What follows belongs to an exercise in optimizing a design on an open flow for small area; a production flow would make more cautious choices. At most, simulation tests tie the RTL to the original design; equivalence was not proved.

== lane 2 ==
Design id_decode_pipe, start of the top module:
module id_decode_pipe #(
  parameter int XLEN = 32,
  parameter int NREG = 32,
  parameter int AW   = $clog2(NREG)
) (
  input  logic            clk,
  input  logic            rst,
  input  logic            in_valid,
  output logic            in_ready,
  input  logic [XLEN-1:0] in_pc,
  input  logic [31:0]     in_instr,
  input  logic            hz_stall,
  input  logic            flush,
  input  logic            wb_we,
  input  logic [AW-1:0]   wb_rd,
  input  logic [XLEN-1:0] wb_data,
  input  logic            mem_we,
  input  logic [AW-1:0]   mem_rd,
  input  logic [XLEN-1:0] mem_data,
  output logic            out_valid,
  input  logic            out_ready,
  output logic [AW-1:0]   out_rs1,
  output logic [AW-1:0]   out_rs2,
  output logic [AW-1:0]   out_rd,
  output logic [XLEN-1:0] out_rs1_data,
  output logic [XLEN-1:0] out_rs2_data,
  output logic [XLEN-1:0] out_imm,
  output logic [2:0]      out_funct3,
  output logic [6:0]      out_ctrl,
  output logic            br_taken,
  output logic [XLEN-1:0] br_target
);
  localparam logic [6:0] OPC_R      = 7'b0110011;
  localparam logic [6:0] OPC_IMM    = 7'b0010011;
  localparam logic [6:0] OPC_LOAD   = 7'b0000011;
  localparam logic [6:0] OPC_STORE  = 7'b0100011;
  localparam logic [6:0] OPC_LUI    = 7'b0110111;
  localparam logic [6:0] OPC_BRANCH = 7'b1100011;
  ...
Size: about 1100 flip-flops, ~300 I/O pins, roughly 45000 sq um of cells after synthesis.
==> flow/config.mk <==
export PLATFORM = sky130hd
export DESIGN_NAME = id_decode_pipe
export DESIGN_NICKNAME = id_decode_pipe
export VERILOG_FILES = /design/flow/design.v
export SDC_FILE = /design/flow/constraint.sdc
export NUM_CORES = 4
export LEC_CHECK = 0
export CAP_MARGIN = 10
export CORE_MARGIN = 2
export CORE_UTILIZATION = 60
export SLEW_MARGIN = 10
export SYNTH_HIERARCHICAL = 1
==> flow/constraint.sdc <==
create_clock -name core_clock -period 11.0 [get_ports {clk}]
set_input_delay 2.2000 -clock core_clock [delete_from_list [all_inputs] [get_ports {clk}]]
set_output_delay 2.2000 -clock core_clock [all_outputs]
set_load 0.01 [all_outputs]
standard.sh (not shown) runs the stock make flow with config.mk's settings and CLKGATE_MAP_FILE= SYNTH_SCRIPT=/design/flow/synth_recipe.tcl, a recipe that flattens the netlist after the stock synthesis.
==> flow/flow/run.sh <==
#!/bin/bash
# The standard layout (standard.sh, standard synthesis) with two changes:
#  - port buffers use the smallest buffer cell (buf_1) instead of the flow's default pick;
#  - the clock tree uses small clock buffers in small clusters and no dummy loads.
# Each make step's full output is in orfs/logs/...; this script's own output is in flow_run.log.
set -euo pipefail
export BUFFER_PORTS_ARGS="-buffer_cell sky130_fd_sc_hd__buf_1"
export CTS_ARGS="-sink_clustering_enable -repair_clock_nets -dont_use_dummy_load -buf_list {sky130_fd_sc_hd__clkbuf_4 sky130_fd_sc_hd__clkbuf_8} -sink_clustering_size 16 -sink_clustering_max_diameter 50"
bash standard.sh > flow_run.log 2>&1
diff inputs: lane 2 => lane 1
--- a/flow/design.v
+++ b/flow/design.v
@@ -38,63 +38,77 @@
   localparam logic [6:0] OPC_BRANCH = 7'b1100011;
   localparam logic [2:0] CL_NONE   = 3'd0;
   localparam logic [2:0] CL_R      = 3'd1;
   localparam logic [2:0] CL_IMM    = 3'd2;
   localparam logic [2:0] CL_LOAD   = 3'd3;
   localparam logic [2:0] CL_STORE  = 3'd4;
   localparam logic [2:0] CL_LUI    = 3'd5;
   localparam logic [2:0] CL_BRANCH = 3'd6;
   logic [NREG-1:1][XLEN-1:0] rf_q;
   logic [XLEN-1:0] wr_data;
   logic [NREG-1:1] wr_en;
   assign wr_data = wb_data & {XLEN{~rst}};
+  logic [NREG-1:1] wr_dec;
+  logic [NREG-1:1] wr_en_hi;
   always_comb begin
     for (int i = 1; i < NREG; i++) begin
-      wr_en[i] = rst | (wb_we && (wb_rd == AW'(i)));
-    end
+      wr_dec[i] = wb_we && (wb_rd == AW'(i));
+    end
+  end
+  for (genvar i = 1; i < NREG; i++) begin : g_wen
+    idp_or2 u_lo (.a(rst), .b(wr_dec[i]), .y(wr_en[i]));
+    idp_or2 u_hi (.a(rst), .b(wr_dec[i]), .y(wr_en_hi[i]));
   end
   always_ff @(posedge clk) begin
     for (int i = 1; i < NREG; i++) begin
-      if (wr_en[i]) rf_q[i] <= wr_data;
+      if (wr_en[i])    rf_q[i][XLEN/2-1:0]    <= wr_data[XLEN/2-1:0];
+      if (wr_en_hi[i]) rf_q[i][XLEN-1:XLEN/2] <= wr_data[XLEN-1:XLEN/2];
     end
   end
   logic [AW-1:0]   rs1_s, rs2_s;
   logic [XLEN-1:0] rs1_val_s, rs2_val_s;
   logic [AW-1:0]   rd_idx [2];
   logic [XLEN-1:0] rd_val [2];
   assign rs1_s     = in_instr[19:15];
   assign rs2_s     = in_instr[24:20];
   assign rd_idx[0] = rs1_s;
   assign rd_idx[1] = rs2_s;
   for (genvar p = 0; p < 2; p++) begin : g_rd
     logic            nz, m_hit, w_hit;
-    logic [32:0]     sel;
-    assign nz    = (rd_idx[p] != '0);
-    assign m_hit = nz && mem_we && (mem_rd == rd_idx[p]);
-    assign w_hit = nz && !m_hit && wb_we && (wb_rd == rd_idx[p]);
+    logic            no_hit;
+    logic [NREG-1:1] dec;
+    logic [32:0]     sel, sel_hi;
+    assign nz     = (rd_idx[p] != '0);
+    assign m_hit  = nz && mem_we && (mem_rd == rd_idx[p]);
+    assign w_hit  = nz && !m_hit && wb_we && (wb_rd == rd_idx[p]);
+    assign no_hit = !m_hit && !w_hit;
     always_comb begin
-      sel[0] = m_hit;
-      sel[1] = w_hit;
-      for (int i = 1; i < NREG; i++) begin
-        sel[i+1] = (rd_idx[p] == AW'(i)) && !m_hit && !w_hit;
-      end
+      for (int i = 1; i < NREG; i++) dec[i] = (rd_idx[p] == AW'(i));
+    end
+    assign sel[0]    = m_hit;
+    assign sel[1]    = w_hit;
+    assign sel_hi[0] = m_hit;
+    assign sel_hi[1] = w_hit;
+    for (genvar i = 1; i < NREG; i++) begin : g_sel
+      idp_and2 u_lo (.a(dec[i]), .b(no_hit), .y(sel[i+1]));
+      idp_and2 u_hi (.a(dec[i]), .b(no_hit), .y(sel_hi[i+1]));
     end
     for (genvar b = 0; b < XLEN; b++) begin : g_bit
       logic [32:0] d;
       always_comb begin
         d[0] = mem_data[b];
         d[1] = wb_data[b];
         for (int i = 1; i < NREG; i++) d[i+1] = rf_q[i][b];
       end
-      idp_rd_bit u_bit (.d(d), .s(sel), .y(rd_val[p][b]));
+      idp_rd_bit u_bit (.d(d), .s((b < XLEN/2) ? sel : sel_hi), .y(rd_val[p][b]));
     end
   end
   assign rs1_val_s = rd_val[0];
   assign rs2_val_s = rd_val[1];
   logic [6:0]  opcode_s;
   logic [2:0]  funct3_s;
   logic        is_branch_s;
   logic [32:0] diff_s;
   logic        eq_s, ltu_s, lts_s, br_cond_s;
   logic        in_ready_s, accept_s;
   assign opcode_s    = in_instr[6:0];
   assign funct3_s    = in_instr[14:12];
@@ -229,12 +243,24 @@
       .c1(d[3*g+2]), .c2(s[3*g+2]),
       .y(n[g])
     );
   end
   assign y = ~&n;
 endmodule
 module idp_aoi222 (
   input  logic a1, a2, b1, b2, c1, c2,
   output logic y
 );
   assign y = ~((a1 & a2) | (b1 & b2) | (c1 & c2));
 endmodule
+module idp_or2 (
+  input  logic a, b,
+  output logic y
+);
+  assign y = a | b;
+endmodule
+module idp_and2 (
+  input  logic a, b,
+  output logic y
+);
+  assign y = a & b;
+endmodule
### Flow results
Number of buffers and inverters on the critical path in lane 1 is 1 higher than in lane 2. [lane 1] flow finished | final checks: failed | reasons: setup timing. Number of global-route vias before repair, lane 1 vs lane 2: up slightly. Via-per-instance ratio delta for lane 1 relative to lane 2: about 2% lower. Compared to lane 2, lane 1 has count of filler cells inserted in the layout about 6% higher. Global-route total usage across every layer delta for lane 1 relative to lane 2: 1.5 points lower.
Function not checked in lane 1: the RTL went through the layout flow alone.

what the ideal ports hide:
Ports are ideal in the flow. The routed layouts listed here were re-timed in OpenROAD. Step 1, drivers: a clkbuf_16 drives clk and a buf_2 each remaining input, both assumed. Step 2 adds t to the input delays and takes it off the output delays; t is the mean of the earliest and latest rising clock arrival at the registers after step 1. Input paths then give back, and output paths get back, about the clock's delay inside the block. Slacks: no drivers / after step 1 / after step 2; pairs: no drivers / after step 1.
run | t, ns | setup WS [ns] | worst data-port slew with drivers (ns) | pins driven straight from the clock port
lane 2 | 0.782 | 0.227 / 0.201 / 0.201 | 0.09 | 1
lane 1 | 0.782 | -0.356 / -0.402 / -0.402 | 0.15 | 1
The setup slack of lane 1, which loses most, moves by -0.046 ns with the drivers and by -0.046 ns with both steps.
